What follows belongs to an exercise in optimizing a design on an open flow for small area; a production flow would make more cautious choices.
Only simulation tests tie the RTL to the original design; equivalence was not proved.
Power and IR drop assume default switching activity.

==> flow/design.v <==
package dmem_pkg;
  localparam logic [31:0] MMIO_SW_ADDR  = 32'hFFFF_0000;
  localparam logic [31:0] MMIO_HEX_ADDR = 32'hFFFF_0004;
endpackage
module dmem_array (
  input  logic        clk,
  input  logic [15:0] wr_en,
  input  logic [31:0] wdata,
  input  logic [23:0] rsel,
  output logic [31:0] tap
);
  logic [31:0] pos [8][8];
  always_ff @(posedge clk) begin
    for (int r = 0; r < 8; r++) begin
      for (int p = 0; p < 8; p++) begin
        if (p == 0)      pos[r][p] <= wr_en[2*r]   ? wdata : pos[r][7];
        else if (p == 4) pos[r][p] <= wr_en[2*r+1] ? wdata : pos[r][3];
        else             pos[r][p] <= pos[r][p-1];
      end
    end
  end
  always_comb begin
    tap = '0;
    for (int r = 0; r < 8; r++) begin
      tap = tap | ({32{rsel[3*r]}}   & pos[r][0])
                | ({32{rsel[3*r+1]}} & pos[r][3])
                | ({32{rsel[3*r+2]}} & pos[r][6]);
    end
  end
endmodule
module dmem_responder (
  input  logic        clk,
  input  logic        reset,
  input  logic        req_valid,
  input  logic        req_we,
  input  logic [31:0] req_addr,
  input  logic [31:0] req_wdata,
  output logic        req_ready,
  output logic        rsp_valid,
  output logic [31:0] rsp_rdata,
  output logic        rsp_err,
  output logic        busy,
  input  logic [3:0]  sw_in,
  output logic [31:0] hex_out
);
  logic [1:0]  state;
  logic [2:0]  ph;
  logic [31:0] st_q;
  logic [5:0]  idx_q;
  logic        wp_q;
  logic        memrd_q, swrd_q, hexrd_q, hexwr_q, err_q;
  logic [31:0] hex_q;
  logic        accept;
  logic        aligned, lo_zero, hi_ones, is_mem, is_sw, is_hex, a_err;
  logic [2:0]  pslot, bslot;
  logic        hit, rd_bus, rd_q;
  logic [15:0] wr_en;
  logic [23:0] rsel;
  logic [31:0] tap;
  logic        cap_io, st_en;
  logic [31:0] st_d;
  assign busy      = state != 2'd0;
  assign req_ready = state == 2'd0;
  assign rsp_valid = state == 2'd3;
  assign rsp_err   = err_q;
  assign hex_out   = hex_q;
  assign rsp_rdata = st_q & {32{memrd_q | swrd_q | hexrd_q}};
  assign accept = req_valid && state == 2'd0 && reset;
  assign aligned = req_addr[1:0] == 2'b00;
  assign lo_zero = req_addr[31:8] == 24'h0;
  assign hi_ones = req_addr[31:16] == 16'hFFFF && req_addr[15:3] == 13'h0;
  assign is_mem  = aligned && lo_zero;
  assign is_sw   = hi_ones && req_addr[2:0] == 3'b000;
  assign is_hex  = hi_ones && req_addr[2:0] == 3'b100;
  assign a_err   = !(is_mem || is_hex || (is_sw && !req_we));
  always_ff @(posedge clk or negedge reset) begin
    if (!reset) state <= 2'd0;
    else if (state != 2'd0 || accept) state <= state + 2'd1;
  end
  always_ff @(posedge clk) ph <= ph + 3'd1;
  always_ff @(posedge clk) begin
    if (accept) begin
      idx_q   <= req_addr[7:2];
      wp_q    <= is_mem && req_we;
      memrd_q <= is_mem && !req_we;
      swrd_q  <= is_sw && !req_we;
      hexrd_q <= is_hex && !req_we;
      hexwr_q <= is_hex && req_we;
      err_q   <= a_err;
    end
  end
  assign pslot  = idx_q[2:0] + ph;
  assign bslot  = req_addr[4:2] + ph;
  assign hit    = wp_q && idx_q == req_addr[7:2];
  assign rd_bus = accept && is_mem && !req_we && !hit;
  assign rd_q   = memrd_q && state[1] != state[0];
  always_comb begin
    for (int r = 0; r < 8; r++) begin
      wr_en[2*r]   = wp_q && idx_q[5:3] == 3'(r) && pslot == 3'd7;
      wr_en[2*r+1] = wp_q && idx_q[5:3] == 3'(r) && pslot == 3'd3;
      rsel[3*r]    = (rd_bus && req_addr[7:5] == 3'(r) && bslot == 3'd0) ||
                     (rd_q   && idx_q[5:3]    == 3'(r) && pslot == 3'd0);
      rsel[3*r+1]  = (rd_bus && req_addr[7:5] == 3'(r) && bslot == 3'd3) ||
                     (rd_q   && idx_q[5:3]    == 3'(r) && pslot == 3'd3);
      rsel[3*r+2]  = (rd_bus && req_addr[7:5] == 3'(r) && bslot == 3'd6) ||
                     (rd_q   && idx_q[5:3]    == 3'(r) && pslot == 3'd6);
    end
  end
  assign cap_io = state == 2'd2 && (swrd_q || hexrd_q);
  assign st_en  = (accept && !(is_mem && !req_we && hit)) || (|rsel) || cap_io;
  assign st_d   = ({32{accept && !rd_bus}} & req_wdata)
                | tap
                | ({32{cap_io && hexrd_q}} & hex_q)
                | ({32{cap_io && swrd_q}} & {28'b0, sw_in});
  always_ff @(posedge clk) begin
    if (st_en) st_q <= st_d;
  end
  always_ff @(posedge clk or negedge reset) begin
    if (!reset) hex_q <= '0;
    else if (state == 2'd2 && hexwr_q) hex_q <= st_q;
  end
  dmem_array u_array (
    .clk   (clk),
    .wr_en (wr_en),
    .wdata (st_q),
    .rsel  (rsel),
    .tap   (tap)
  );
endmodule
==> flow/run.sh <==
#!/bin/bash
# synth_recipe.tcl (not shown) runs the flow's synth.tcl, then flattens the netlist and writes it again
# the make line also repeats each setting of config.mk as NAME=value (left out here)
make -C /OpenROAD-flow-scripts/flow DESIGN_CONFIG=/design/flow/config.mk WORK_HOME=/design/flow/orfs CLKGATE_MAP_FILE= SYNTH_SCRIPT=/design/flow/synth_recipe.tcl finish
==> flow/config.mk <==
export PLATFORM = sky130hd
export DESIGN_NAME = dmem_responder
export DESIGN_NICKNAME = dmem_responder
export VERILOG_FILES = /design/flow/design.v
export SDC_FILE = /design/flow/constraint.sdc
export NUM_CORES = 4
export LEC_CHECK = 0
export CAP_MARGIN = 20
export CORE_MARGIN = 2
export CORE_UTILIZATION = 65
export SLEW_MARGIN = 20
export SYNTH_HIERARCHICAL = 1
==> flow/constraint.sdc <==
create_clock -name core_clock -period 5.5 [get_ports {clk}]
set_input_delay 1.1000 -clock core_clock [delete_from_list [all_inputs] [get_ports {clk}]]
set_output_delay 1.1000 -clock core_clock [all_outputs]
set_load 0.01 [all_outputs]
==> impl_metrics.env, run 1 <==
export IMPL_status="timing/DRC/antenna clean"
export IMPL_timing_rr_end="st_q[12]$_DFFE_PP_"
export IMPL_worst_slew_pin_slew_ps=1090
export IMPL_arrival_ps=5000
export IMPL_avgViaCountPerCell=5.87
export IMPL_endpoint_kind="flip-flop"
export IMPL_synth_top_cells_by_area="dfxtp_1 (74%), mux2_2 (10%), a22oi_1 (5.1%)"
export IMPL_drc=0
export IMPL_final_nets=3939
export IMPL_row_count=107
export IMPL_slowest_delay_ps=620
export IMPL_synth_top_cell_area_share_pct=73.7
export IMPL_gp_congestion=0.898
export IMPL_crit_end="st_q[12]$_DFFE_PP_"
export IMPL_crit_slowest_cell="or3_1"
export IMPL_path_max_fanout=16
export IMPL_dr_wl_met3_mm=9.97
export IMPL_synth_seq_area_share_pct=77.6
export IMPL_synth_edff_count=44
export IMPL_worstPathRequired_ps=6160
export IMPL_tns_ps=0
export IMPL_grt_pass1_vias=31512
export IMPL_synth_seq_cells=2129
export IMPL_maxSlewViolCount=0
export IMPL_antenna_diode_count=0
export IMPL_hold_viol=0
export IMPL_setup_viol=0
export IMPL_postCtsSetupRepairBufs=0
export IMPL_top_layer="met4"
export IMPL_cp_start_kind="primary input"
export IMPL_synth_warning_count=9
export IMPL_nFillCells=5079
export IMPL_track_usage_pct=33.5
export IMPL_route_met2_wl_mm=68.9
export IMPL_path_class="primary input to flip-flop"
export IMPL_cellPowerDensity_nw_per_um2=469
export IMPL_io_pins=140
export IMPL_wl_per_cell_um=28.7
export IMPL_core_sq_um=85000
export IMPL_wl_met1_mm=63.4
export IMPL_fin_area_sq_um=65100
export IMPL_max_slew_margin_rel_pct=27.3
export IMPL_start_util_pct=65.6
export IMPL_cap_violations=0
export IMPL_syn_to_final_growth_pct=16.8
export IMPL_die_h_um=297
export IMPL_hold_buffers=0
export IMPL_cts_path_max_buffers=3
export IMPL_drt_total_wl_mm=148
export IMPL_post_cts_resized=0
export IMPL_fmax_mhz=231
export IMPL_postPlaceCellArea_sq_um=59000
export IMPL_grt_setup_unrepaired="false"
export IMPL_path_cells="clkdlybuf4s50_1 -> nor4_1 -> nand4_1 -> or3_1 -> clkinv_4 -> o21ai_2 -> o31a_1 -> inv_2 -> buf_4 -> a22oi_1 -> nand4_1 -> or3_1 -> a221o_1"
export IMPL_route_antenna_remaining_nets=0
export IMPL_synthArstFlopShare_pct=1.60
export IMPL_period_share_pct=78.9
export IMPL_grt_antenna_before_repair=1
export IMPL_p_leak_uw=0.0259
export IMPL_synth_cell_type_count=50
export IMPL_ff2ff_setup_slack_ps=1290
export IMPL_ys_flop_type="dfxtp_1"
export IMPL_holdCritStartpoint="u_array.pos[33][30]$_DFF_P_"
export IMPL_total_power_uw=30600
export IMPL_cts_buffers=185
export IMPL_dr_first_iter_drc_count=2813
export IMPL_vdd_drop_max_uv=389
export IMPL_path_clk_slew_ps=60
export IMPL_synth_commonest_cells="dfxtp_1 (2051), mux2_2 (507), a22oi_1 (379), nand4_1 (106), buf_2 (99)"
export IMPL_post_route_util_pct=76.6
export IMPL_cts_tree="yes"
export IMPL_hold_path_class="flip-flop to flip-flop"
export IMPL_syn_area_per_cell_sq_um=15.3
export IMPL_grt_max_degree=33
export IMPL_cts_max_level=4
export IMPL_syn_instance_count=3634
export IMPL_startpoint="req_addr[20]"
export IMPL_rr_worst_depth=10
export IMPL_die_area_sq_um=88100
export IMPL_r2r_start="idx_q[4]$_DFFE_PP_"
export IMPL_layout_min_cycle_time_ps=4340
export IMPL_worstSkewPairLatency_ps=800
export IMPL_synth_top_area_cell="dfxtp_1"
export IMPL_hpwlAfterDp_mm=83.7
export IMPL_clock_skew_ps=24.9
export IMPL_synth_nets=3714
export IMPL_drive_gt1_share_pct=23.6
export IMPL_port_buffers=139
export IMPL_die_width_um=297
export IMPL_synth_area_sq_um=55700
export IMPL_grt_overflow=0
export IMPL_drt_first_pass_iters=6
export IMPL_grt_first_pass_wirelength_mm=215
export IMPL_via_count=30263
export IMPL_root_buffer="clkbuf_16"
export IMPL_yosysMostFrequentCell="dfxtp_1"
export IMPL_clock_sinks=2129
worst min path at each step:
stage	to	slack, ps	cells after the start
finish	u_array.pos[34][30]$_DFF_P_	310	0
global route	u_array.pos[34][30]$_DFF_P_	310	0
CTS	u_array.pos[34][30]$_DFF_P_	310	0
detailed placement	u_array.pos[13][8]$_DFF_P_	310	0
global placement	u_array.pos[6][4]$_DFF_P_	310	0
floorplan	u_array.pos[10][0]$_DFF_P_	310	0
cells by family after synthesis:
| logic type | share of synthesized area, % |
|---|---|
| muxes | 11.0 |
| adders and majority gates | 0.207 |
| xor gates and xnor gates | 0.227 |
| DFF | 77.6 |
| AOI/OAI and AO/OA | 6.29 |
| and+or+nand+nor | 2.93 |
| buffers and inverters | 1.76 |
modules after synthesis (local to each module, per instance):
| module | copies in the design | cells |
|---|---|---|
| dmem_responder | 1 | 394 |
| dmem_array | 1 | 3240 |
through the flow:
stage,instances,setup WS [ps],hold slack [ps]
2_1_floorplan,3634,1190,310
3_3_place_gp,4816,505,310
3_5_place_dp,4816,431,312
4_1_cts,5159,1230,312
5_1_grt,5159,1000,311
6_report,5159,1160,309
sequential cells by signal (all words and copies together) (netlist names):
name,cells
err_q,1
memrd_q,1
hexwr_q,1
wp_q,1
idx_q,6
st_q,32
u_array.pos,2048
ph,3
hex_q,32
swrd_q,1
hexrd_q,1
state,2
where the power goes:
part | internal, uW | switching, uW
clock | 7260 | 5630
sequential | 16000 | 559
combinational | 568 | 522
placed cells by master (no fill, tap or decap), drive strengths merged, types with 10 or more instances in the layout:
master and count:
edfxtp 44, nor2b 32, inv 24, buf 87, nand2 26, dfrtp 34
a221o 32, clkdlybuf4s50 138, nand4 106, o21ai 14, nor4 10, nor3 15
clkinv 48, a22oi 384, nor2 27, or3 39, clkbuf 274, dfxtp 2051
mux2 545
routing by layer:
| metal | up-vias | GRT usage, % |
|---|---|---|
| li1 | 13302 | - |
| met1 | 15335 | 45.2 |
| met5 | - | 0 |
| met3 | 350 | 6.58 |
| met2 | 1276 | 53.1 |
| met4 | 0 | 14.3 |
final cells by class:
class / instances / area [sq um] / area share [%]
repair buffers: 225 / 2330 / 3.58
clock inverters: 69 / 662 / 1.02
inverters: 14 / 60.1 / 0.0922
multi-input cells: 1304 / 11900 / 18.3
flip-flops and latches: 2129 / 43200 / 66.4
well taps: 1144 / 1430 / 2.20
clock buffers: 274 / 5470 / 8.40
worst max-delay path, delay by kind of cell:
kind | cells | cell delay, ps
AO/OA/AOI/OAI | 4 | 960
buffers and inverters | 4 | 1490
AND/OR/NAND/NOR | 5 | 1420
==> run 2: changes to the inputs <==
--- a/flow/config.mk
+++ b/flow/config.mk
@@ -5,8 +5,9 @@
 export SDC_FILE = /design/flow/constraint.sdc
 export NUM_CORES = 4
 export LEC_CHECK = 0
-export CAP_MARGIN = 20
+export CAP_MARGIN = 0
 export CORE_MARGIN = 2
 export CORE_UTILIZATION = 65
-export SLEW_MARGIN = 20
+export CTS_BUF_LIST = sky130_fd_sc_hd__clkbuf_8
+export SLEW_MARGIN = 0
 export SYNTH_HIERARCHICAL = 1
==> impl_metrics.env, run 2 <==
export IMPL_status="timing/DRC/antenna clean"
export IMPL_dp_cells=4816
export IMPL_cts_tree="yes"
export IMPL_grt_first_pass_wirelength_mm=215
export IMPL_setup_viol=0
export IMPL_synth_seq_area_share_pct=77.6
export IMPL_power_frac_seq_pct=55.8
export IMPL_via_count=30877
export IMPL_cts_buffers=317
export IMPL_fin_area_sq_um=65000
export IMPL_synth_top_cells_by_area="dfxtp_1 (74%), mux2_2 (10%), a22oi_1 (5.1%)"
export IMPL_rr_worst_depth=12
export IMPL_maxSlewViolCount=0
export IMPL_postCtsSetupRepairBufs=0
export IMPL_avgViaCountPerCell=5.77
export IMPL_synth_seq_cells=2129
export IMPL_yosysMostFrequentCell="dfxtp_1"
export IMPL_clock_skew_ps=88.1
export IMPL_hpwlAfterDp_mm=83.9
export IMPL_root_buffer="clkbuf_8"
export IMPL_worstPathRequired_ps=4400
export IMPL_hold_path_class="flip-flop to flip-flop"
export IMPL_grt_max_degree=33
export IMPL_ys_flop_type="dfxtp_1"
export IMPL_largest_reg_flops=2048
export IMPL_grt_pass1_vias=32263
export IMPL_final_nets=4071
export IMPL_vdd_drop_max_uv=310
export IMPL_reg_top3="u_array.pos (2048), hex_q (32), st_q (32)"
export IMPL_final_cell_mix="dfxtp_1 (2051), mux2_2 (507), clkbuf_8 (387)"
export IMPL_max_slew_margin_rel_pct=9.04
export IMPL_cellPowerDensity_nw_per_um2=457
export IMPL_path_max_fanout=24
export IMPL_synth_nets=3714
export IMPL_synth_commonest_cells="dfxtp_1 (2051), mux2_2 (507), a22oi_1 (379), nand4_1 (106), buf_2 (99)"
export IMPL_drc=0
export IMPL_port_buffers=139
export IMPL_combPwrFrac_pct=3.7
export IMPL_final_cells=5354
export IMPL_grt_setup_unrepaired="false"
export IMPL_clock_sinks=2129
export IMPL_whs_path_depth=0
export IMPL_grt_antenna_before_repair=1
export IMPL_syn_area_per_cell_sq_um=15.3
export IMPL_synth_top_cell_area_share_pct=73.7
export IMPL_cap_violations=0
export IMPL_core_sq_um=85000
export IMPL_synth_edff_count=44
export IMPL_synthArstFlopShare_pct=1.60
export IMPL_row_count=107
export IMPL_path_class="flip-flop to output pin"
export IMPL_p_clk_share_pct=40.5
export IMPL_p_int_uw=23000
export IMPL_path_clk_slew_ps=60
export IMPL_final_common_cell="dfxtp_1"
export IMPL_synth_cell_type_count=50
export IMPL_die_h_um=297
export IMPL_wl_per_cell_um=27.7
export IMPL_endpoint_kind="output pin"
export IMPL_p_leak_uw=0.0264
export IMPL_syn_instance_count=3634
export IMPL_swShare_pct=22.6
export IMPL_gp_congestion=0.898
export IMPL_syn_to_final_growth_pct=16.6
export IMPL_cts_path_max_buffers=4
export IMPL_hold_viol=0
export IMPL_synth_top_area_cell="dfxtp_1"
export IMPL_worstSkewPairLatency_ps=990
export IMPL_grt_overflow=0
export IMPL_die_area_sq_um=88100
export IMPL_tns_ps=0
export IMPL_fmax_mhz=224
export IMPL_hold_buffers=0
export IMPL_io_pins=140
export IMPL_cts_max_level=5
export IMPL_postPlaceCellArea_sq_um=59000
export IMPL_route_antenna_remaining_nets=0
export IMPL_arrival_ps=3360
export IMPL_drive_gt1_share_pct=25.6
export IMPL_p_sw_uw=6700
export IMPL_drt_first_pass_iters=8
export IMPL_synth_warning_count=9
export IMPL_drt_total_wl_mm=148
export IMPL_synth_area_sq_um=55700
export IMPL_die_width_um=297
export IMPL_layout_min_cycle_time_ps=4460
export IMPL_regMostFlops="u_array.pos"
export IMPL_dr_first_iter_drc_count=2727
export IMPL_period_share_pct=81.0
export IMPL_cp_start_kind="flip-flop"
export IMPL_post_cts_resized=0
export IMPL_track_usage_pct=33.4
export IMPL_start_util_pct=65.6
export IMPL_worst_slew_pin_slew_ps=1360
run 2: cell counts after synthesis:
Identical to the previous run, type by type.
run 2: worst max-delay path: stages (launching register included):
cell	delay, ps
edfxtp_1	650
nor3_2	300
buf_4	590
nor2b_1	290
clkdlybuf4s50_1	550
run 2: worst paths after layout:
path | from | endpoint | slack, ps
setup / recovery | swrd_q$_DFFE_PP_ | rsp_rdata[0] | 1040
hold / removal | u_array.pos[45][13]$_DFF_P_ | u_array.pos[46][13]$_DFF_P_ | 280
setup reg to reg | idx_q[0]$_DFFE_PP_ | st_q[24]$_DFFE_PP_ | 1200
hold reg to reg | u_array.pos[45][13]$_DFF_P_ | u_array.pos[46][13]$_DFF_P_ | 280
max in group asynchronous | reset | hex_q[23]$_DFFE_PN0P_ | 4100
min in group asynchronous | reset | hex_q[30]$_DFFE_PN0P_ | 390
run 2: area by class of cell:
class	count	area, sq um
fill	5224	20000
tap	1144	1430
multi-input combinational	1304	11900
timing repair buffer	225	2330
clock buffer	387	5330
antenna	4	10.0
clock inverter	147	682
sequential	2129	43200
inverter	14	57.6
run 2: stage by stage:
| step | setup WS, ps | utilization, % | total power (uW) | hold WS [ps] |
|---|---|---|---|---|
| floorplan | 1190 | - | 17100 | 310 |
| global placement | 505 | 69.4 | 17900 | 310 |
| detailed placement | 442 | 69.4 | 18000 | 312 |
| CTS | 1060 | 76.4 | 29800 | 278 |
| global route | 1040 | 76.4 | 30600 | 284 |
| finish | 1040 | 76.4 | 29700 | 276 |
run 2: metal layers:
| metal | up-vias | share of wire [%] | global-route usage (%) |
|---|---|---|---|
| li1 | 13590 | - | - |
| met1 | 15482 | 43 | 45.3 |
| met2 | 1415 | 46 | 52.5 |
| met3 | 390 | 7.0 | 6.52 |
| met4 | 0 | 3.9 | 14.5 |
| met5 | - | 0 | 0 |
run 2: power groups by stage:
stage	logic [uW]	registers, uW	clock network (uW)
floorplan	498	16600	0
global placement	1070	16900	0
detailed placement	1080	16900	0
CTS	1080	16600	12200
global route	1130	16600	12900
finish	1080	16600	12000
run 2: logic make-up after synthesis:
group	Yosys count	share of synthesized area (%)
xor gates and xnor gates	11	0.227
AOI/OAI and AO/OA	456	6.29
adders and majority gates	8	0.207
buffers and inverters	201	1.76
muxes	545	11.0
and+or+nand+nor	284	2.93
DFF	2129	77.6
run 2: Yosys stat by module (local to each module, per instance):
module | cells inside | times used | cell area [sq um] | flops+latches
dmem_array | 3240 | 1 | 51300 | 2048
dmem_responder | 394 | 1 | 4420 | 81
==> run 3: changes to the inputs <==
--- a/flow/config.mk
+++ b/flow/config.mk
@@ -8,6 +8,8 @@
 export CAP_MARGIN = 0
 export CORE_MARGIN = 2
 export CORE_UTILIZATION = 65
-export CTS_BUF_LIST = sky130_fd_sc_hd__clkbuf_8
+export CTS_BUF_LIST = sky130_fd_sc_hd__clkbuf_16
+export CTS_CLUSTER_DIAMETER = 100
+export CTS_CLUSTER_SIZE = 24
 export SLEW_MARGIN = 0
 export SYNTH_HIERARCHICAL = 1
==> impl_metrics.env, run 3 <==
export IMPL_row_count=107
export IMPL_synth_top_cells_by_area="dfxtp_1 (74%), mux2_2 (10%), a22oi_1 (5.1%)"
export IMPL_multi_input_area_sq_um=11900
export IMPL_cellPowerDensity_nw_per_um2=414
export IMPL_grt_first_pass_wirelength_mm=207
export IMPL_synth_compound_area_share_pct=6.29
export IMPL_worstSkewPairLatency_ps=690
export IMPL_syn_instance_count=3634
export IMPL_nFillCells=5537
export IMPL_die_width_um=297
export IMPL_track_usage_pct=32.2
export IMPL_vdd_drop_max_uv=298
export IMPL_endpoint_kind="flip-flop"
export IMPL_path_class="primary input to flip-flop"
export IMPL_cts_tree="yes"
export IMPL_drt_total_wl_mm=144
export IMPL_hold_buffers=0
export IMPL_cp_start_kind="primary input"
export IMPL_yosysMostFrequentCell="dfxtp_1"
export IMPL_synthXorXnorAreaFrac_pct=0.227
export IMPL_yosys_area_share_simple_pct=2.93
export IMPL_synth_top_family_by_area="multiplexers"
export IMPL_ys_flop_type="dfxtp_1"
export IMPL_layout_min_cycle_time_ps=4420
export IMPL_tns_ps=0
export IMPL_synth_seq_cells=2129
export IMPL_final_cells=4965
export IMPL_worst_slew_pin_slew_ps=1310
export IMPL_post_cts_resized=0
export IMPL_avgViaCountPerCell=5.91
export IMPL_regMostFlops="u_array.pos"
export IMPL_drc=0
export IMPL_grt_overflow=0
export IMPL_fmax_mhz=226
export IMPL_synth_cell_type_count=50
export IMPL_synth_nets=3714
export IMPL_wl_per_cell_um=29.0
export IMPL_largest_reg_flops=2048
export IMPL_gp_congestion=0.898
export IMPL_p_leak_uw=0.0244
export IMPL_port_buffers=139
export IMPL_hold_viol=0
export IMPL_synthAdderAreaFrac_pct=0.207
export IMPL_final_nets=3852
export IMPL_synth_area_mux_share_pct=11.0
export IMPL_grt_max_degree=33
export IMPL_synth_top_cell_area_share_pct=73.7
export IMPL_clock_skew_ps=34.1
export IMPL_io_pins=140
export IMPL_status="timing/DRC/antenna clean"
export IMPL_arrival_ps=4980
export IMPL_start_util_pct=65.6
export IMPL_dr_first_iter_drc_count=2634
export IMPL_synth_warning_count=9
export IMPL_worstPathRequired_ps=6060
export IMPL_die_area_sq_um=88100
export IMPL_final_common_cell="dfxtp_1"
export IMPL_drive_gt1_share_pct=19.8
export IMPL_grt_setup_unrepaired="false"
export IMPL_cts_path_max_buffers=3
export IMPL_grt_pass1_vias=29886
export IMPL_hold_path_class="flip-flop to flip-flop"
export IMPL_synth_commonest_cells="dfxtp_1 (2051), mux2_2 (507), a22oi_1 (379), nand4_1 (106), buf_2 (99)"
export IMPL_maxSlewViolCount=0
export IMPL_final_cell_mix="dfxtp_1 (2051), mux2_2 (507), a22oi_1 (379)"
export IMPL_cts_max_level=3
export IMPL_path_max_fanout=19
export IMPL_synth_seq_area_share_pct=77.6
export IMPL_reg_top3="u_array.pos (2048), hex_q (32), st_q (32)"
export IMPL_regArea_sq_um=43200
export IMPL_hpwlAfterDp_mm=83.9
export IMPL_synth_edff_count=44
export IMPL_synthArstFlopShare_pct=1.60
export IMPL_root_buffer="clkbuf_16"
export IMPL_route_antenna_remaining_nets=0
export IMPL_synth_top_area_cell="dfxtp_1"
export IMPL_drt_first_pass_iters=7
export IMPL_dp_cells=4816
export IMPL_syn_to_final_growth_pct=10.8
export IMPL_path_clk_slew_ps=90
export IMPL_cap_violations=0
export IMPL_setup_viol=0
export IMPL_syn_area_per_cell_sq_um=15.3
export IMPL_max_slew_margin_rel_pct=12.8
export IMPL_via_count=29362
export IMPL_core_sq_um=85000
export IMPL_antenna_diode_count=0
export IMPL_clock_sinks=2129
export IMPL_grt_antenna_before_repair=1
export IMPL_cts_buffers=98
export IMPL_die_h_um=297
export IMPL_period_share_pct=80.3
export IMPL_synth_area_sq_um=55700
export IMPL_postCtsSetupRepairBufs=0
[run 3: cell counts after synthesis]
No cell type changed its count.
[run 3: final timing paths]
path | startpoint | endpoint | depth (start not counted) | slack (ps)
setup / recovery | req_addr[2] | st_q[12]$_DFFE_PP_ | 12 | 1080
hold / removal | u_array.pos[34][0]$_DFF_P_ | u_array.pos[35][0]$_DFF_P_ | 0 | 310
setup reg to reg | idx_q[0]$_DFFE_PP_ | st_q[24]$_DFFE_PP_ | 12 | 1240
hold reg to reg | u_array.pos[34][0]$_DFF_P_ | u_array.pos[35][0]$_DFF_P_ | 0 | 310
max in group asynchronous | reset | hex_q[27]$_DFFE_PN0P_ | 3 | 3900
min in group asynchronous | reset | hex_q[30]$_DFFE_PN0P_ | 2 | 660
[run 3: routing by layer]
layer / part of all wire, % / GRT usage (%)
met1: 44 / 45.0
met2: 47 / 51.7
met3: 6.6 / 5.52
met4: 3.1 / 9.98
met5: 0.017 / 0
[run 3: per-stage QoR]
stage               utilization, %  total power, uW  hold slack, ps  setup slack (ps)  instance area [sq um]
detailed placement            69.4            18000             312               442                  59000
floorplan                        -            17100             310              1190                  55700
global placement              69.4            17900             310               505                  59000
global route                  72.6            26300             320               938                  61700
CTS                           72.6            25600             307              1180                  61700
finish                        72.6            25600             308              1080                  61700
[run 3: area by class of cell]
type,instances,area share (%)
well taps,1144,2.32
flip-flops and latches,2129,70.0
clock buffers,102,4.13
inverters,14,0.0932
multi-input cells,1304,19.3
clock inverters,47,0.365
repair buffers,225,3.78
[run 3: worst max-delay path, stage by stage]
cell and delay (ps):
clkdlybuf4s50_1 510, ha_1 260, fa_1 360, xor3_1 330, nand3b_1 360, or4_1 640, o22ai_4 190, buf_4 530
a22oi_1 220, nand4_1 110, or3_1 190, a221o_1 130
[run 3: per-module statistics from Yosys, one instance, submodules excluded]
module | flip-flops and latches | area (sq um) | cells inside
dmem_array | 2048 | 51300 | 3240
dmem_responder | 81 | 4420 | 394
[run 3: cell families after synthesis]
group,after synthesis
buffers and inverters,201
AOI/OAI and AO/OA,456
and+or+nand+nor,284
muxes,545
DFF,2129
xor gates and xnor gates,11
adders and majority gates,8
[run 3: power breakdown]
group | leakage, uW | internal [uW] | total (uW) | switching, uW
registers | 0.0174 | 16000 | 16600 | 553
logic | 0.00548 | 567 | 1080 | 517
clock network | 0.00151 | 3360 | 7920 | 4560
==> run 4: changes to the inputs <==
--- a/flow/config.mk
+++ b/flow/config.mk
@@ -7,9 +7,10 @@
 export LEC_CHECK = 0
 export CAP_MARGIN = 0
 export CORE_MARGIN = 2
-export CORE_UTILIZATION = 65
+export CORE_UTILIZATION = 80
 export CTS_BUF_LIST = sky130_fd_sc_hd__clkbuf_16
 export CTS_CLUSTER_DIAMETER = 100
 export CTS_CLUSTER_SIZE = 24
+export PLACE_DENSITY = 0.88
 export SLEW_MARGIN = 0
 export SYNTH_HIERARCHICAL = 1
==> impl_metrics.env, run 4 <==
export IMPL_start_util_pct=81.0
export IMPL_final_cells=4754
export IMPL_grt_overflow=0
export IMPL_cts_path_max_buffers=3
export IMPL_synthXorXnorAreaFrac_pct=0.227
export IMPL_grt_pass1_vias=32941
export IMPL_clock_sinks=2129
export IMPL_synth_top_family_by_area="multiplexers"
export IMPL_synth_area_mux_share_pct=11.0
export IMPL_die_area_sq_um=71800
export IMPL_setup_viol=0
export IMPL_final_common_cell="dfxtp_1"
export IMPL_io_pins=140
export IMPL_track_usage_pct=44.2
export IMPL_drt_total_wl_mm=160
export IMPL_synth_seq_cells=2129
export IMPL_synth_commonest_cells="dfxtp_1 (2051), mux2_2 (507), a22oi_1 (379), nand4_1 (106), buf_2 (99)"
export IMPL_clock_skew_ps=52.7
export IMPL_largest_reg_flops=2048
export IMPL_vdd_drop_max_uv=363
export IMPL_wl_per_cell_um=33.6
export IMPL_synth_top_cell_area_share_pct=73.7
export IMPL_yosysMostFrequentCell="dfxtp_1"
export IMPL_grt_first_pass_wirelength_mm=226
export IMPL_syn_area_per_cell_sq_um=15.3
export IMPL_synth_edff_count=44
export IMPL_root_buffer="clkbuf_16"
export IMPL_hold_buffers=0
export IMPL_row_count=96
export IMPL_cap_violations=0
export IMPL_reg_top3="u_array.pos (2048), hex_q (32), st_q (32)"
export IMPL_worstSkewPairLatency_ps=710
export IMPL_path_max_fanout=19
export IMPL_regMostFlops="u_array.pos"
export IMPL_synth_cell_type_count=50
export IMPL_final_nets=3848
export IMPL_core_sq_um=68800
export IMPL_synth_compound_area_share_pct=6.29
export IMPL_fmax_mhz=221
export IMPL_hpwlAfterDp_mm=86.0
export IMPL_cts_tree="yes"
export IMPL_endpoint_kind="flip-flop"
export IMPL_gp_congestion=0.891
export IMPL_port_buffers=139
export IMPL_antenna_diode_count=0
export IMPL_grt_antenna_before_repair=0
export IMPL_avgViaCountPerCell=6.70
export IMPL_drc=0
export IMPL_route_antenna_remaining_nets=0
export IMPL_drive_gt1_share_pct=19.7
export IMPL_tns_ps=0
export IMPL_synth_warning_count=9
export IMPL_status="timing/DRC/antenna clean"
export IMPL_via_count=31864
export IMPL_synth_nets=3714
export IMPL_arrival_ps=5100
export IMPL_cts_buffers=98
export IMPL_p_leak_uw=0.0244
export IMPL_maxSlewViolCount=0
export IMPL_period_share_pct=82.4
export IMPL_ys_flop_type="dfxtp_1"
export IMPL_path_clk_slew_ps=100
export IMPL_grt_max_degree=33
export IMPL_worst_slew_pin_slew_ps=1270
export IMPL_dr_first_iter_drc_count=3980
export IMPL_synth_area_sq_um=55700
export IMPL_cts_max_level=3
export IMPL_grt_setup_unrepaired="false"
export IMPL_cellPowerDensity_nw_per_um2=420
export IMPL_layout_min_cycle_time_ps=4530
export IMPL_die_h_um=268
export IMPL_synth_top_area_cell="dfxtp_1"
export IMPL_synthArstFlopShare_pct=1.60
export IMPL_max_slew_margin_rel_pct=15.0
export IMPL_synth_top_cells_by_area="dfxtp_1 (74%), mux2_2 (10%), a22oi_1 (5.1%)"
export IMPL_nFillCells=2464
export IMPL_synth_seq_area_share_pct=77.6
export IMPL_hold_path_class="flip-flop to flip-flop"
export IMPL_post_cts_resized=0
export IMPL_syn_to_final_growth_pct=10.2
export IMPL_path_class="primary input to flip-flop"
export IMPL_drt_first_pass_iters=6
export IMPL_die_width_um=268
export IMPL_dp_cells=4599
export IMPL_yosys_area_share_simple_pct=2.93
export IMPL_synthAdderAreaFrac_pct=0.207
export IMPL_syn_instance_count=3634
export IMPL_cp_start_kind="primary input"
export IMPL_hold_viol=0
export IMPL_final_cell_mix="dfxtp_1 (2051), mux2_2 (507), a22oi_1 (379)"
export IMPL_worstPathRequired_ps=6060
export IMPL_postCtsSetupRepairBufs=0
run 4: cell counts after synthesis:
Identical to the previous run, type by type.
run 4: cells by family after synthesis:
family,count (synthesis)
muxes,545
DFF,2129
AOI/OAI and AO/OA,456
and+or+nand+nor,284
xor gates and xnor gates,11
adders and majority gates,8
buffers and inverters,201
run 4: worst max-delay path, stage by stage:
cell and delay [ps]:
clkdlybuf4s50_1 420, nor4_1 330, nand4_1 200, or3_1 610, clkinv_4 120, o21ai_2 250
or4_1 720, o21ai_4 210, buf_4 450, a22oi_1 210, nand4_1 160, or3_1 150
a221o_1 130
run 4: Yosys stat by module, one instance, submodules excluded:
module | cells inside | area (sq um) | copies in the design | flip-flops and latches
dmem_responder | 394 | 4420 | 1 | 81
dmem_array | 3240 | 51300 | 1 | 2048
run 4: layout make-up:
cell class	count	area, sq um	share of cell area, %
multi-input cells	1304	11900	19.4
well taps	931	1160	1.90
flip-flops and latches	2129	43200	70.4
repair buffers	221	2250	3.67
clock buffers	102	2550	4.16
inverters	14	57.6	0.0937
clock inverters	53	248	0.403
run 4: per-layer routing:
layer / GRT usage (%) / vias to the layer above / share of wire [%] / wire length (um)
met5: 0 / - / 0 / 0
met4: 30.8 / 0 / 8.1 / 12900
met3: 11.3 / 803 / 11 / 16800
met2: 69.2 / 2429 / 45 / 72500
met1: 54.2 / 15644 / 36 / 57300
li1: - / 12988 / - / -
run 4: worst paths after layout:
kind,to,cells past startpoint,startpoint,slack (ps)
worst max-delay path,st_q[11]$_DFFE_PP_,13,req_addr[28],970
worst min register to register,u_array.pos[3][0]$_DFF_P_,0,u_array.pos[2][0]$_DFF_P_,300
worst max register to register,st_q[5]$_DFFE_PP_,12,idx_q[0]$_DFFE_PP_,1260
max in group asynchronous,hex_q[16]$_DFFE_PN0P_,2,reset,4220
min in group asynchronous,hex_q[10]$_DFFE_PN0P_,2,reset,630
worst min-delay path,u_array.pos[3][0]$_DFF_P_,0,u_array.pos[2][0]$_DFF_P_,300
run 4: per-stage QoR:
step | total power, uW | utilization [%] | setup WS [ps] | hold slack, ps | instance area [sq um]
6_report | 25800 | 89.2 | 966 | 299 | 61400
5_1_grt | 26300 | 89.2 | 766 | 317 | 61400
4_1_cts | 25700 | 89.2 | 1040 | 310 | 61400
3_5_place_dp | 18000 | 85.2 | 387 | 312 | 58600
3_3_place_gp | 17900 | 85.2 | 579 | 310 | 58600
2_1_floorplan | 17100 | - | 1190 | 310 | 55700
run 4: where the power goes:
| part | internal [uW] | switching [uW] |
|---|---|---|
| clock network | 3380 | 4700 |
| logic | 571 | 550 |
| registers | 16000 | 624 |
| total | 20000 | 5870 |
==> run 5: changes to the inputs <==
==> flow/flow/run.sh (new file) <==
#!/bin/bash
# Standard ORFS layout (the standard.sh, unchanged synthesis), with two
# changes: clock tree synthesis without dummy loads, and the port buffers
# made with buf_1 instead of the default cell. Each tool's output goes to
# its own log here.
set -euo pipefail
CTS="-sink_clustering_enable -repair_clock_nets -sink_clustering_size 24 -sink_clustering_max_diameter 100 -buf_list sky130_fd_sc_hd__clkbuf_16 -dont_use_dummy_load"
bash standard.sh synth > log_synth.txt 2>&1
bash standard.sh floorplan > log_floorplan.txt 2>&1
BUFFER_PORTS_ARGS="-buffer_cell sky130_fd_sc_hd__buf_1" bash standard.sh place > log_place.txt 2>&1
CTS_ARGS="$CTS" bash standard.sh cts > log_cts.txt 2>&1
bash standard.sh finish > log_finish.txt 2>&1
==> flow/standard.sh (new file) <==
#!/bin/bash
# synth_recipe.tcl (not shown) runs the flow's synth.tcl, then flattens the netlist and writes it again
# the make line also repeats each setting of config.mk as NAME=value (left out here)
make -C /OpenROAD-flow-scripts/flow DESIGN_CONFIG=/design/flow/config.mk WORK_HOME=/design/flow/orfs CLKGATE_MAP_FILE= SYNTH_SCRIPT=/design/flow/synth_recipe.tcl "${@:-finish}"
--- a/flow/config.mk
+++ b/flow/config.mk
@@ -7,10 +7,9 @@
 export LEC_CHECK = 0
 export CAP_MARGIN = 0
 export CORE_MARGIN = 2
-export CORE_UTILIZATION = 80
+export CORE_UTILIZATION = 65
 export CTS_BUF_LIST = sky130_fd_sc_hd__clkbuf_16
 export CTS_CLUSTER_DIAMETER = 100
 export CTS_CLUSTER_SIZE = 24
-export PLACE_DENSITY = 0.88
 export SLEW_MARGIN = 0
 export SYNTH_HIERARCHICAL = 1
removed: flow/run.sh
==> impl_metrics.env, run 5 <==
export IMPL_endpoint_kind="flip-flop"
export IMPL_postCtsSetupRepairBufs=0
export IMPL_hold_buffers=0
export IMPL_grt_antenna_before_repair=1
export IMPL_grt_pass1_vias=30107
export IMPL_antenna_diode_count=0
export IMPL_multi_input_area_sq_um=11900
export IMPL_slowest_delay_ps=450
export IMPL_grt_setup_unrepaired="false"
export IMPL_row_count=107
export IMPL_via_count=29399
export IMPL_path_cells="ha_1 -> fa_1 -> xor3_1 -> or3_1 -> nor3_1 -> a31oi_1 -> inv_2 -> buf_4 -> a22oi_1 -> nand4_1 -> or3_1 -> a221o_1"
export IMPL_synthArstFlopShare_pct=1.60
export IMPL_clock_skew_ps=56.7
export IMPL_p_sw_uw=5500
export IMPL_hold_ws_ps=290
export IMPL_start_util_pct=65.6
export IMPL_crit_buf_inv=2
export IMPL_largest_reg_flops=2048
export IMPL_syn_to_final_growth_pct=8.40
export IMPL_cap_violations=0
export IMPL_root_buffer="clkbuf_16"
export IMPL_swShare_pct=22.0
export IMPL_grt_max_degree=33
export IMPL_hold_path_class="flip-flop to flip-flop"
export IMPL_synth_top_cells_by_area="dfxtp_1 (74%), mux2_2 (10%), a22oi_1 (5.1%)"
export IMPL_gp_congestion=0.924
export IMPL_fmax_mhz=230
export IMPL_ff2ff_setup_slack_ps=1160
export IMPL_holdCritStartpoint="u_array.pos[60][27]$_DFF_P_"
export IMPL_timing_rr_end="st_q[19]$_DFFE_PP_"
export IMPL_synth_seq_cells=2129
export IMPL_whs_endpoint="u_array.pos[61][27]$_DFF_P_"
export IMPL_max_slew_margin_rel_pct=25.5
export IMPL_synth_area_sq_um=55700
export IMPL_synth_edff_count=44
export IMPL_worstPathRequired_ps=5920
export IMPL_cts_tree="yes"
export IMPL_regMostFlops="u_array.pos"
export IMPL_cts_buffers=98
export IMPL_die_h_um=297
export IMPL_synth_commonest_cells="dfxtp_1 (2051), mux2_2 (507), a22oi_1 (379), nand4_1 (106), buf_2 (99)"
export IMPL_post_place_ws_ps=668
export IMPL_final_nets=3839
export IMPL_path_clk_slew_ps=100
export IMPL_whs_path_depth=0
export IMPL_synth_nets=3714
export IMPL_syn_area_per_cell_sq_um=15.3
export IMPL_path_class="flip-flop to flip-flop"
export IMPL_synth_warning_count=9
export IMPL_route_antenna_remaining_nets=0
export IMPL_final_cell_mix="dfxtp_1 (2051), mux2_2 (507), a22oi_1 (379)"
export IMPL_crit_slowest_cell="edfxtp_1"
export IMPL_wl_per_cell_um=29.4
export IMPL_maxSlewViolCount=0
export IMPL_reg_top3="u_array.pos (2048), hex_q (32), st_q (32)"
export IMPL_io_pins=140
export IMPL_regArea_sq_um=43200
export IMPL_fin_ws_ps=1160
export IMPL_hpwlAfterDp_mm=82.5
export IMPL_r2r_start="idx_q[0]$_DFFE_PP_"
export IMPL_combPwrFrac_pct=3.4
export IMPL_synth_seq_area_share_pct=77.6
export IMPL_p_int_uw=19500
export IMPL_ys_flop_type="dfxtp_1"
export IMPL_die_area_sq_um=88100
export IMPL_post_cts_resized=0
export IMPL_drt_total_wl_mm=144
export IMPL_syn_instance_count=3634
export IMPL_status="timing/DRC/antenna clean"
export IMPL_crit_top_cell="or3_1"
export IMPL_drive_gt1_share_pct=19.6
export IMPL_cp_start_kind="flip-flop"
export IMPL_cts_path_max_buffers=3
export IMPL_synth_cell_type_count=50
export IMPL_setup_viol=0
export IMPL_layout_min_cycle_time_ps=4340
export IMPL_dr_first_iter_drc_count=2785
export IMPL_p_leak_uw=0.0236
export IMPL_die_width_um=297
export IMPL_synth_top_area_cell="dfxtp_1"
export IMPL_final_common_cell="dfxtp_1"
export IMPL_hold_viol=0
export IMPL_core_sq_um=85000
export IMPL_nFillCells=5679
export IMPL_port_buffers=139
export IMPL_tns_ps=0
export IMPL_synth_top_cell_area_share_pct=73.7
export IMPL_avgViaCountPerCell=6.00
export IMPL_path_max_fanout=24
export IMPL_cts_max_level=3
export IMPL_power_frac_seq_pct=66.2
export IMPL_drc=0
export IMPL_grt_overflow=0
export IMPL_worstSkewPairLatency_ps=680
export IMPL_cellPowerDensity_nw_per_um2=414
export IMPL_drt_first_pass_iters=8
export IMPL_worst_slew_pin_slew_ps=1110
export IMPL_crit_family="simple AND/OR/NAND/NOR gates"
export IMPL_clock_sinks=2129
export IMPL_period_share_pct=79.0
export IMPL_vdd_drop_max_uv=338
export IMPL_p_clk_share_pct=30.4
export IMPL_yosysMostFrequentCell="dfxtp_1"
export IMPL_grt_first_pass_wirelength_mm=208
export IMPL_rr_worst_depth=12
export IMPL_arrival_ps=4770
export IMPL_track_usage_pct=32.3
[run 5: changes by cell type in the layout (fill, tap and decap cells not counted)]
cell,delta
buf_1,+138
inv_6,-2
clkbuf_16,-4
clkdlybuf4s50_1,-138
clkinv_8,-1
inv_1,-49
buf_4,-9
clkinv_16,-1
[run 5: final cells by class]
cell class | count | area share (%)
inverter | 14 | 0.0953
sequential | 2129 | 71.6
tap | 1144 | 2.37
clock buffer | 98 | 4.06
timing repair buffer | 212 | 2.19
multi-input combinational | 1304 | 19.7
[run 5: worst max path at each step]
stage	from	to	slack, ps	cells after the start
after global routing	req_addr[17]	st_q[4]$_DFFE_PP_	1080	13
after global placement	req_addr[28]	st_q[17]$_DFFE_PP_	760	13
after CTS	idx_q[4]$_DFFE_PP_	st_q[16]$_DFFE_PP_	1320	10
after floorplan	req_addr[2]	st_q[0]$_DFFE_PP_	1190	8
final	idx_q[0]$_DFFE_PP_	st_q[19]$_DFFE_PP_	1160	12
after detailed placement	req_addr[20]	st_q[16]$_DFFE_PP_	670	13
[run 5: logic make-up after synthesis]
kind of cell	synth area share [%]
xor+xnor	0.227
fa+ha+maj	0.207
mux	11.0
buf+inv	1.76
flops	77.6
compound gates	6.29
simple gates	2.93
[run 5: routing by layer]
layer | routed length (um) | GRT usage (%) | vias to the layer above
met1 | 61200 | 44.1 | 14973
li1 | - | - | 12927
met5 | 0 | 0 | -
met2 | 68400 | 53.0 | 1194
met4 | 5150 | 10.9 | 0
met3 | 9490 | 4.78 | 305
[run 5: metrics by stage]
stage / cells / util, % / area, sq um / total power [uW]
2_1_floorplan: 3634 / - / 55700 / 17100
3_3_place_gp: 4803 / 68.2 / 58000 / 17700
4_1_cts: 4901 / 71.1 / 60400 / 25100
5_1_grt: 4901 / 71.1 / 60400 / 25700
6_report: 4901 / 71.1 / 60400 / 25000
3_5_place_dp: 4803 / 68.2 / 58000 / 17700
[run 5: power by group through the flow]
stage,registers [uW],logic [uW],clock network [uW]
after global placement,16900,825,0
final,16600,844,7600
after detailed placement,16900,835,0
after CTS,16600,839,7670
after floorplan,16600,498,0
after global routing,16600,883,8210
[run 5: per-module statistics from Yosys, one instance, submodules excluded]
| module | copies in the design | cells inside | flops+latches |
|---|---|---|---|
| dmem_array | 1 | 3240 | 2048 |
| dmem_responder | 1 | 394 | 81 |
==> run 6: changes to the inputs <==
--- a/flow/flow/run.sh
+++ b/flow/flow/run.sh
@@ -4,7 +4,7 @@
 # made with buf_1 instead of the default cell. Each tool's output goes to
 # its own log here.
 set -euo pipefail
-CTS="-sink_clustering_enable -repair_clock_nets -sink_clustering_size 24 -sink_clustering_max_diameter 100 -buf_list sky130_fd_sc_hd__clkbuf_16 -dont_use_dummy_load"
+CTS="-sink_clustering_enable -repair_clock_nets -sink_clustering_size 30 -sink_clustering_max_diameter 70 -buf_list sky130_fd_sc_hd__clkbuf_16 -dont_use_dummy_load"
 bash standard.sh synth > log_synth.txt 2>&1
 bash standard.sh floorplan > log_floorplan.txt 2>&1
 BUFFER_PORTS_ARGS="-buffer_cell sky130_fd_sc_hd__buf_1" bash standard.sh place > log_place.txt 2>&1
==> impl_metrics.env, run 6 <==
export IMPL_final_common_cell="dfxtp_1"
export IMPL_synth_commonest_cells="dfxtp_1 (2051), mux2_2 (507), a22oi_1 (379), nand4_1 (106), buf_2 (99)"
export IMPL_p_sw_uw=5420
export IMPL_grt_pass1_vias=29889
export IMPL_holdCritStartpoint="u_array.pos[42][21]$_DFF_P_"
export IMPL_drt_total_wl_mm=144
export IMPL_row_count=107
export IMPL_final_nets=3823
export IMPL_status="timing/DRC/antenna clean"
export IMPL_hold_viol=0
export IMPL_synthXorXnorAreaFrac_pct=0.227
export IMPL_tns_ps=0
export IMPL_regMostFlops="u_array.pos"
export IMPL_via_count=29224
export IMPL_synth_seq_area_share_pct=77.6
export IMPL_synth_top_family_by_area="multiplexers"
export IMPL_gp_congestion=0.924
export IMPL_crit_family="compound AO/OA/AOI/OAI gates"
export IMPL_vdd_drop_max_uv=353
export IMPL_fmax_mhz=231
export IMPL_r2r_start="idx_q[4]$_DFFE_PP_"
export IMPL_die_width_um=297
export IMPL_synth_top_area_cell="dfxtp_1"
export IMPL_slowest_delay_ps=800
export IMPL_synth_nets=3714
export IMPL_grt_overflow=0
export IMPL_whs_endpoint="u_array.pos[43][21]$_DFF_P_"
export IMPL_whs_path_depth=0
export IMPL_root_buffer="clkbuf_16"
export IMPL_largest_reg_flops=2048
export IMPL_grt_max_degree=33
export IMPL_drt_first_pass_iters=7
export IMPL_period_share_pct=78.7
export IMPL_core_sq_um=85000
export IMPL_synth_compound_area_share_pct=6.29
export IMPL_combPwrFrac_pct=3.5
export IMPL_cp_start_kind="flip-flop"
export IMPL_synth_edff_count=44
export IMPL_hold_path_class="flip-flop to flip-flop"
export IMPL_clock_sinks=2129
export IMPL_die_h_um=297
export IMPL_synth_top_cells_by_area="dfxtp_1 (74%), mux2_2 (10%), a22oi_1 (5.1%)"
export IMPL_synthAdderAreaFrac_pct=0.207
export IMPL_fin_area_sq_um=60000
export IMPL_port_buffers=139
export IMPL_path_cells="xnor2_1 -> nand3_1 -> o21ai_2 -> o31a_1 -> inv_2 -> buf_4 -> a22oi_1 -> nand4_1 -> or3_1 -> a221o_1"
export IMPL_cts_buffers=82
export IMPL_crit_slowest_cell="o21ai_2"
export IMPL_clock_skew_ps=60.9
export IMPL_setup_viol=0
export IMPL_max_slew_margin_rel_pct=25.3
export IMPL_worstSkewPairLatency_ps=680
export IMPL_layout_min_cycle_time_ps=4330
export IMPL_ff2ff_setup_slack_ps=1170
export IMPL_postPlaceCellArea_sq_um=58000
export IMPL_p_leak_uw=0.0234
export IMPL_yosysMostFrequentCell="dfxtp_1"
export IMPL_dr_first_iter_drc_count=2745
export IMPL_path_max_fanout=24
export IMPL_reg_top3="u_array.pos (2048), hex_q (32), st_q (32)"
export IMPL_syn_to_final_growth_pct=7.69
export IMPL_grt_first_pass_wirelength_mm=207
export IMPL_p_int_uw=19000
export IMPL_syn_area_per_cell_sq_um=15.3
export IMPL_synth_seq_cells=2129
export IMPL_cts_path_max_buffers=3
export IMPL_p_clk_share_pct=28.8
export IMPL_cts_max_level=3
export IMPL_final_cells=4886
export IMPL_synth_warning_count=9
export IMPL_die_area_sq_um=88100
export IMPL_grt_antenna_before_repair=1
export IMPL_syn_instance_count=3634
export IMPL_worst_slew_pin_slew_ps=1120
export IMPL_synth_top_cell_area_share_pct=73.7
export IMPL_synth_cell_type_count=50
export IMPL_synth_area_sq_um=55700
export IMPL_route_antenna_remaining_nets=0
export IMPL_drive_gt1_share_pct=19.2
export IMPL_post_route_util_pct=70.6
export IMPL_hpwlAfterDp_mm=82.5
export IMPL_crit_buf_inv=2
export IMPL_track_usage_pct=32.2
export IMPL_cellPowerDensity_nw_per_um2=408
export IMPL_final_cell_mix="dfxtp_1 (2051), mux2_2 (507), a22oi_1 (379)"
export IMPL_postCtsSetupRepairBufs=0
export IMPL_ys_flop_type="dfxtp_1"
export IMPL_path_class="flip-flop to flip-flop"
export IMPL_rr_worst_depth=10
export IMPL_hold_buffers=0
export IMPL_cap_violations=0
export IMPL_worstPathRequired_ps=5920
export IMPL_timing_rr_end="st_q[16]$_DFFE_PP_"
export IMPL_power_frac_seq_pct=67.7
export IMPL_arrival_ps=4750
export IMPL_start_util_pct=65.6
export IMPL_synth_area_mux_share_pct=11.0
export IMPL_wl_per_cell_um=29.4
export IMPL_synthArstFlopShare_pct=1.60
export IMPL_io_pins=140
export IMPL_path_clk_slew_ps=100
export IMPL_cts_tree="yes"
export IMPL_grt_setup_unrepaired="false"
export IMPL_drc=0
export IMPL_dp_cells=4803
export IMPL_maxSlewViolCount=0
export IMPL_swShare_pct=22.2
export IMPL_avgViaCountPerCell=5.98
export IMPL_yosys_area_share_simple_pct=2.93
export IMPL_endpoint_kind="flip-flop"
export IMPL_post_cts_resized=0
[run 6: through the flow]
| stage | power, uW | worst slack (ps) | hold slack, ps |
|---|---|---|---|
| finish | 24500 | 1170 | 282 |
| global route | 25100 | 1090 | 280 |
| CTS | 24500 | 1320 | 281 |
| detailed placement | 17700 | 668 | 312 |
| global placement | 17700 | 756 | 310 |
| floorplan | 17100 | 1190 | 310 |
[run 6: worst max path at each step]
stage | from | to | slack (ps) | depth (start not counted)
after floorplan | req_addr[2] | st_q[0]$_DFFE_PP_ | 1190 | 8
after global placement | req_addr[28] | st_q[17]$_DFFE_PP_ | 760 | 13
after detailed placement | req_addr[20] | st_q[16]$_DFFE_PP_ | 670 | 13
after CTS | idx_q[0]$_DFFE_PP_ | st_q[20]$_DFFE_PP_ | 1320 | 12
after global routing | req_addr[17] | st_q[4]$_DFFE_PP_ | 1090 | 13
final | idx_q[4]$_DFFE_PP_ | st_q[16]$_DFFE_PP_ | 1170 | 10
[run 6: logic make-up (layout without fill, tap and decap cells)]
family                   after synthesis  after routing
XOR/XNOR                              11             11
flip-flops                          2129           2129
AO/OA/AOI/OAI                        456            456
buffers and inverters                201            308
multiplexers                         545            545
adder cells (fa/ha/maj)                8              8
other                                  0              1
AND/OR/NAND/NOR                      284            284
[run 6: final cells by class]
class	count	area (sq um)
fill	5739	25000
inverter	14	57.6
clock buffer	82	2050
multi-input combinational	1304	11900
timing repair buffer	212	1320
antenna	1	2.50
tap	1144	1430
sequential	2129	43200
[run 6: power groups by stage]
stage,sequential (uW),clock (uW),combinational (uW)
after floorplan,16600,0,498
after global placement,16900,0,825
after detailed placement,16900,0,835
after CTS,16600,7090,839
after global routing,16600,7610,886
final,16600,7050,845
[run 6: metal layers]
metal,vias to the layer above,global-route usage (%),share of wire [%]
li1,12889,-,-
met1,14970,44.3,43
met2,1073,52.6,47
met3,292,4.36,5.8
met4,0,11.6,3.8
met5,-,0,0
[run 6: Yosys stat by module, one instance, submodules excluded]
module          times used  cells  flip-flops and latches  area (sq um)
dmem_responder           1    394                      81          4420
dmem_array               1   3240                    2048         51300
[run 6: worst reg2reg max path, cell delays in order (launching register included)]
cell and delay, ps:
edfxtp_1 770, xnor2_1 210, nand3_1 190, o21ai_2 800, o31a_1 300, inv_2 370, buf_4 480, a22oi_1 200
nand4_1 130, or3_1 400, a221o_1 260
==> run 7: changes to the inputs <==
--- a/flow/design.v
+++ b/flow/design.v
@@ -62,9 +62,9 @@
   assign busy      = state != 2'd0;
   assign req_ready = state == 2'd0;
   assign rsp_valid = state == 2'd3;
-  assign rsp_err   = err_q;
+  assign rsp_err   = err_q && rsp_valid;
   assign hex_out   = hex_q;
-  assign rsp_rdata = st_q & {32{memrd_q | swrd_q | hexrd_q}};
+  assign rsp_rdata = st_q & {32{(memrd_q | swrd_q | hexrd_q) && rsp_valid}};
   assign accept = req_valid && state == 2'd0 && reset;
   assign aligned = req_addr[1:0] == 2'b00;
   assign lo_zero = req_addr[31:8] == 24'h0;
==> impl_metrics.env, run 7 <==
export IMPL_startpoint="idx_q[0]$_DFFE_PP_"
export IMPL_crit_end="st_q[0]$_DFFE_PP_"
export IMPL_p_leak_uw=0.0235
export IMPL_p_sw_uw=6840
export IMPL_grt_setup_unrepaired="false"
export IMPL_grt_max_degree=36
export IMPL_grt_antenna_before_repair=2
export IMPL_swShare_pct=24.6
export IMPL_worstSkewPairLatency_ps=670
export IMPL_rr_worst_depth=9
export IMPL_final_cell_mix="dfxtp_1 (2051), mux2_2 (506), a22oi_1 (379)"
export IMPL_worst_slew_pin_slew_ps=1200
export IMPL_period_share_pct=82.2
export IMPL_slowest_delay_ps=1100
export IMPL_core_sq_um=85100
export IMPL_r2r_start="idx_q[0]$_DFFE_PP_"
export IMPL_fin_area_sq_um=60000
export IMPL_final_nets=3820
export IMPL_synthArstFlopShare_pct=1.60
export IMPL_cts_tree="yes"
export IMPL_hold_buffers=0
export IMPL_path_max_fanout=26
export IMPL_drt_total_wl_mm=142
export IMPL_hold_viol=0
export IMPL_worstPathRequired_ps=5770
export IMPL_port_buffers=139
export IMPL_timing_rr_end="st_q[0]$_DFFE_PP_"
export IMPL_final_cells=4882
export IMPL_path_cells="ha_1 -> fa_1 -> xnor2_1 -> xnor2_1 -> nand3b_1 -> o22ai_4 -> nand4b_1 -> or4_2 -> buf_4"
export IMPL_syn_instance_count=3643
export IMPL_status="timing/DRC/antenna clean"
export IMPL_ys_flop_type="dfxtp_1"
export IMPL_power_frac_seq_pct=68.2
export IMPL_crit_buf_inv=1
export IMPL_via_count=29108
export IMPL_post_cts_resized=0
export IMPL_synth_area_sq_um=55800
export IMPL_postPlaceCellArea_sq_um=57900
export IMPL_synth_edff_count=44
export IMPL_synth_nets=3723
export IMPL_hold_ws_ps=295
export IMPL_gp_congestion=0.892
export IMPL_grt_first_pass_wirelength_mm=204
export IMPL_path_clk_slew_ps=100
export IMPL_hold_path_class="flip-flop to flip-flop"
export IMPL_synth_seq_area_share_pct=77.4
export IMPL_cts_path_max_buffers=3
export IMPL_vdd_drop_max_uv=341
export IMPL_drt_first_pass_iters=6
export IMPL_crit_top_cell="xnor2_1"
export IMPL_final_common_cell="dfxtp_1"
export IMPL_p_int_uw=21000
export IMPL_syn_area_per_cell_sq_um=15.3
export IMPL_track_usage_pct=31.7
export IMPL_synth_top_cell_area_share_pct=73.5
export IMPL_yosysMostFrequentCell="dfxtp_1"
export IMPL_die_h_um=297
export IMPL_crit_slowest_cell="o22ai_4"
export IMPL_synth_cell_type_count=63
export IMPL_clock_skew_ps=74.8
export IMPL_cellPowerDensity_nw_per_um2=464
export IMPL_start_util_pct=65.6
export IMPL_regMostFlops="u_array.pos"
export IMPL_synth_top_cells_by_area="dfxtp_1 (74%), mux2_2 (10%), a22oi_1 (5.1%)"
export IMPL_tns_ps=0
export IMPL_root_buffer="clkbuf_16"
export IMPL_route_antenna_remaining_nets=0
export IMPL_wl_per_cell_um=29.1
export IMPL_cp_start_kind="flip-flop"
export IMPL_synth_top_area_cell="dfxtp_1"
export IMPL_drive_gt1_share_pct=19.1
export IMPL_avgViaCountPerCell=5.96
export IMPL_synth_warning_count=9
export IMPL_dp_cells=4801
export IMPL_row_count=107
export IMPL_cap_violations=0
export IMPL_combPwrFrac_pct=6.7
export IMPL_grt_pass1_vias=29896
export IMPL_fmax_mhz=221
export IMPL_crit_family="compound AO/OA/AOI/OAI gates"
export IMPL_antenna_diode_count=0
export IMPL_syn_to_final_growth_pct=7.39
export IMPL_postCtsSetupRepairBufs=0
export IMPL_setup_viol=0
export IMPL_dr_first_iter_drc_count=2810
export IMPL_drc=0
export IMPL_io_pins=140
export IMPL_die_area_sq_um=88300
export IMPL_nFillCells=5754
export IMPL_p_clk_share_pct=25.1
export IMPL_path_class="flip-flop to flip-flop"
export IMPL_die_width_um=297
export IMPL_largest_reg_flops=2048
export IMPL_synth_seq_cells=2129
export IMPL_cts_buffers=81
export IMPL_hpwlAfterDp_mm=79.7
export IMPL_critical_path_depth=9
export IMPL_cts_max_level=3
export IMPL_layout_min_cycle_time_ps=4520
export IMPL_grt_overflow=0
export IMPL_maxSlewViolCount=0
export IMPL_arrival_ps=4790
export IMPL_ff2ff_setup_slack_ps=980
export IMPL_reg_top3="u_array.pos (2048), hex_q (32), st_q (32)"
export IMPL_endpoint_kind="flip-flop"
export IMPL_clock_sinks=2129
export IMPL_max_slew_margin_rel_pct=19.9
export IMPL_synth_commonest_cells="dfxtp_1 (2051), mux2_2 (506), a22oi_1 (379), nand4_1 (102), buf_2 (96)"
[run 7: stage by stage]
step | util [%] | power, uW | worst slack [ps]
6_report | 70.4 | 27800 | 978
5_1_grt | 70.4 | 28700 | 956
4_1_cts | 70.4 | 27800 | 1100
3_5_place_dp | 68.1 | 21100 | 468
3_3_place_gp | 68.1 | 21000 | 494
2_1_floorplan | - | 19800 | 1110
[run 7: worst min-delay path by stage]
stage	from	end	slack, ps	cells past startpoint
after CTS	u_array.pos[5][1]$_DFF_P_	u_array.pos[6][1]$_DFF_P_	300	0
final	u_array.pos[5][1]$_DFF_P_	u_array.pos[6][1]$_DFF_P_	290	0
after detailed placement	u_array.pos[18][24]$_DFF_P_	u_array.pos[19][24]$_DFF_P_	310	0
after global placement	u_array.pos[49][29]$_DFF_P_	u_array.pos[50][29]$_DFF_P_	310	0
after global routing	u_array.pos[5][1]$_DFF_P_	u_array.pos[6][1]$_DFF_P_	300	0
after floorplan	u_array.pos[9][0]$_DFF_P_	u_array.pos[10][0]$_DFF_P_	310	0
[run 7: cells by family after synthesis]
family	count (synthesis)	share of synthesized area (%)
AOI/OAI and AO/OA	454	6.24
buffers and inverters	201	1.75
muxes	544	11.0
xor gates and xnor gates	14	0.258
and+or+nand+nor	293	3.16
DFF	2129	77.4
adders and majority gates	8	0.206
[run 7: routing by layer]
layer,GRT usage (%),vias to the layer above,routed length [um]
met2,51.6,1139,66900
met1,44.0,14809,61600
met5,0,-,0
met3,3.93,280,8350
met4,11.1,0,5360
li1,-,12880,-
[run 7: per-module statistics from Yosys (local to each module, per instance)]
module	flip-flops and latches	cells inside	area, sq um	times used
dmem_array	2048	3240	51300	1
dmem_responder	81	403	4540	1
[run 7: area by class of cell]
| cell class | instances | area (sq um) | share of cell area, % |
|---|---|---|---|
| Clock buffer | 81 | 2030 | 3.38 |
| Inverter | 13 | 48.8 | 0.0814 |
| Multi-Input combinational cell | 1313 | 12000 | 20.0 |
| Sequential cell | 2129 | 43200 | 72.1 |
| Tap cell | 1144 | 1430 | 2.39 |
| Timing Repair Buffer | 202 | 1210 | 2.02 |
[run 7: power by group through the flow]
stage	sequential (uW)	clock, uW	combinational (uW)
2_1_floorplan	18500	0	1250
3_3_place_gp	19200	0	1790
3_5_place_dp	19300	0	1840
4_1_cts	19000	7010	1860
5_1_grt	19200	7530	1950
6_report	19000	6970	1870
==> run 8: changes to the inputs <==
--- a/flow/flow/run.sh
+++ b/flow/flow/run.sh
@@ -4,7 +4,7 @@
 # made with buf_1 instead of the default cell. Each tool's output goes to
 # its own log here.
 set -euo pipefail
-CTS="-sink_clustering_enable -repair_clock_nets -sink_clustering_size 30 -sink_clustering_max_diameter 70 -buf_list sky130_fd_sc_hd__clkbuf_16 -dont_use_dummy_load"
+CTS="-sink_clustering_enable -repair_clock_nets -sink_clustering_size 16 -sink_clustering_max_diameter 50 -buf_list sky130_fd_sc_hd__clkbuf_8 -dont_use_dummy_load"
 bash standard.sh synth > log_synth.txt 2>&1
 bash standard.sh floorplan > log_floorplan.txt 2>&1
 BUFFER_PORTS_ARGS="-buffer_cell sky130_fd_sc_hd__buf_1" bash standard.sh place > log_place.txt 2>&1
==> impl_metrics.env, run 8 <==
export IMPL_status="timing/DRC/antenna clean"
export IMPL_hold_buffers=0
export IMPL_final_cell_mix="dfxtp_1 (2051), mux2_2 (506), a22oi_1 (379)"
export IMPL_synth_top_area_cell="dfxtp_1"
export IMPL_p_clk_share_pct=25.0
export IMPL_syn_to_final_growth_pct=7.59
export IMPL_fin_area_sq_um=60100
export IMPL_dr_first_iter_drc_count=2795
export IMPL_cts_tree="yes"
export IMPL_grt_first_pass_wirelength_mm=206
export IMPL_track_usage_pct=32.0
export IMPL_final_nets=3894
export IMPL_grt_overflow=0
export IMPL_cap_violations=0
export IMPL_layout_min_cycle_time_ps=4520
export IMPL_total_power_uw=27800
export IMPL_drt_total_wl_mm=143
export IMPL_power_frac_seq_pct=68.3
export IMPL_route_antenna_remaining_nets=0
export IMPL_cts_max_level=4
export IMPL_path_max_fanout=26
export IMPL_endpoint_kind="flip-flop"
export IMPL_combPwrFrac_pct=6.7
export IMPL_synth_cell_type_count=63
export IMPL_p_sw_uw=6960
export IMPL_via_count=29520
export IMPL_drive_gt1_share_pct=20.6
export IMPL_postCtsSetupRepairBufs=0
export IMPL_port_buffers=139
export IMPL_syn_instance_count=3643
export IMPL_wl_per_cell_um=28.8
export IMPL_post_place_ws_ps=468
export IMPL_synth_top_cell_area_share_pct=73.5
export IMPL_io_pins=140
export IMPL_max_slew_margin_rel_pct=19.7
export IMPL_syn_area_per_cell_sq_um=15.3
export IMPL_synth_seq_cells=2129
export IMPL_hpwlAfterDp_mm=79.7
export IMPL_p_int_uw=20900
export IMPL_root_buffer="clkbuf_8"
export IMPL_hold_viol=0
export IMPL_period_share_pct=82.1
export IMPL_start_util_pct=65.6
export IMPL_swShare_pct=25.0
export IMPL_cts_path_max_buffers=3
export IMPL_ys_flop_type="dfxtp_1"
export IMPL_hold_path_class="flip-flop to flip-flop"
export IMPL_synth_seq_area_share_pct=77.4
export IMPL_synth_commonest_cells="dfxtp_1 (2051), mux2_2 (506), a22oi_1 (379), nand4_1 (102), buf_2 (96)"
export IMPL_fin_ws_ps=983
export IMPL_synth_warning_count=9
export IMPL_synthArstFlopShare_pct=1.60
export IMPL_grt_setup_unrepaired="false"
export IMPL_fmax_mhz=221
export IMPL_cellPowerDensity_nw_per_um2=463
export IMPL_drt_first_pass_iters=7
export IMPL_grt_max_degree=36
export IMPL_nFillCells=5747
export IMPL_die_width_um=297
export IMPL_setup_viol=0
export IMPL_worst_slew_pin_slew_ps=1200
export IMPL_p_leak_uw=0.0236
export IMPL_vdd_drop_max_uv=281
export IMPL_yosysMostFrequentCell="dfxtp_1"
export IMPL_tns_ps=0
export IMPL_clock_skew_ps=75.0
export IMPL_synth_top_cells_by_area="dfxtp_1 (74%), mux2_2 (10%), a22oi_1 (5.1%)"
export IMPL_maxSlewViolCount=0
export IMPL_post_cts_resized=0
export IMPL_arrival_ps=4940
export IMPL_cts_buffers=155
## run 8: critical path, cell delays in order (launching register included)
cell	delay [ps]
edfxtp_1	440
ha_1	220
fa_1	410
xnor2_1	160
xnor2_1	270
nand3b_1	530
o22ai_4	1090
nand4b_1	230
or4_2	140
buf_4	610
## run 8: power by group through the flow
stage / clock network [uW] / logic, uW / registers (uW)
2_1_floorplan: 0 / 1250 / 18500
3_3_place_gp: 0 / 1790 / 19200
3_5_place_dp: 0 / 1840 / 19300
4_1_cts: 7040 / 1860 / 19000
5_1_grt: 7590 / 1950 / 19200
6_report: 6960 / 1870 / 19000
## run 8: routing by layer
layer | global-route usage, % | part of all wire (%)
met4 | 12.6 | 3.6
met5 | 0 | 0
met3 | 4.73 | 5.9
met2 | 51.6 | 47
met1 | 44.0 | 44
## run 8: cell type report
| cell class | count | area, sq um | share of cell area, % |
|---|---|---|---|
| Sequential cell | 2129 | 43200 | 72.0 |
| Inverter | 13 | 48.8 | 0.0812 |
| Tap cell | 1144 | 1430 | 2.38 |
| Timing Repair Buffer | 202 | 1210 | 2.01 |
| Clock buffer | 155 | 2130 | 3.55 |
| Multi-Input combinational cell | 1313 | 12000 | 20.0 |
| Antenna cell | 2 | 5.00 | 0.00833 |
## run 8: kinds of logic (layout without fill, tap and decap cells)
kind of cell / Yosys count / count (layout) / synth area share [%]
buffers and inverters: 201 / 370 / 1.75
AND/OR/NAND/NOR: 293 / 293 / 3.16
AO/OA/AOI/OAI: 454 / 454 / 6.24
XOR/XNOR: 14 / 14 / 0.258
flip-flops: 2129 / 2129 / 77.4
other: 0 / 2 / 0
multiplexers: 544 / 544 / 11.0
adder cells (fa/ha/maj): 8 / 8 / 0.206
## run 8: path summary, 6_finish.rpt
| check | start | to | slack, ps | depth (start not counted) |
|---|---|---|---|---|
| min in group asynchronous | reset | hex_q[10]$_DFFE_PN0P_ | 510 | 2 |
| setup reg to reg | idx_q[0]$_DFFE_PP_ | st_q[19]$_DFFE_PP_ | 980 | 9 |
| setup / recovery | idx_q[0]$_DFFE_PP_ | st_q[19]$_DFFE_PP_ | 980 | 9 |
| hold reg to reg | u_array.pos[28][3]$_DFF_P_ | u_array.pos[29][3]$_DFF_P_ | 280 | 0 |
| max in group asynchronous | reset | hex_q[17]$_DFFE_PN0P_ | 4360 | 2 |
| hold / removal | u_array.pos[28][3]$_DFF_P_ | u_array.pos[29][3]$_DFF_P_ | 280 | 0 |
## run 8: Yosys stat by module (local to each module, per instance)
module | copies in the design | cells | cell area [sq um] | flip-flops and latches
dmem_responder | 1 | 403 | 4540 | 81
dmem_array | 1 | 3240 | 51300 | 2048
## run 8: per-stage QoR
step	std cells	hold slack, ps
after floorplan	3643	310
after global placement	4801	310
after detailed placement	4801	312
after CTS	4956	281
after global routing	4957	279
final	4958	278
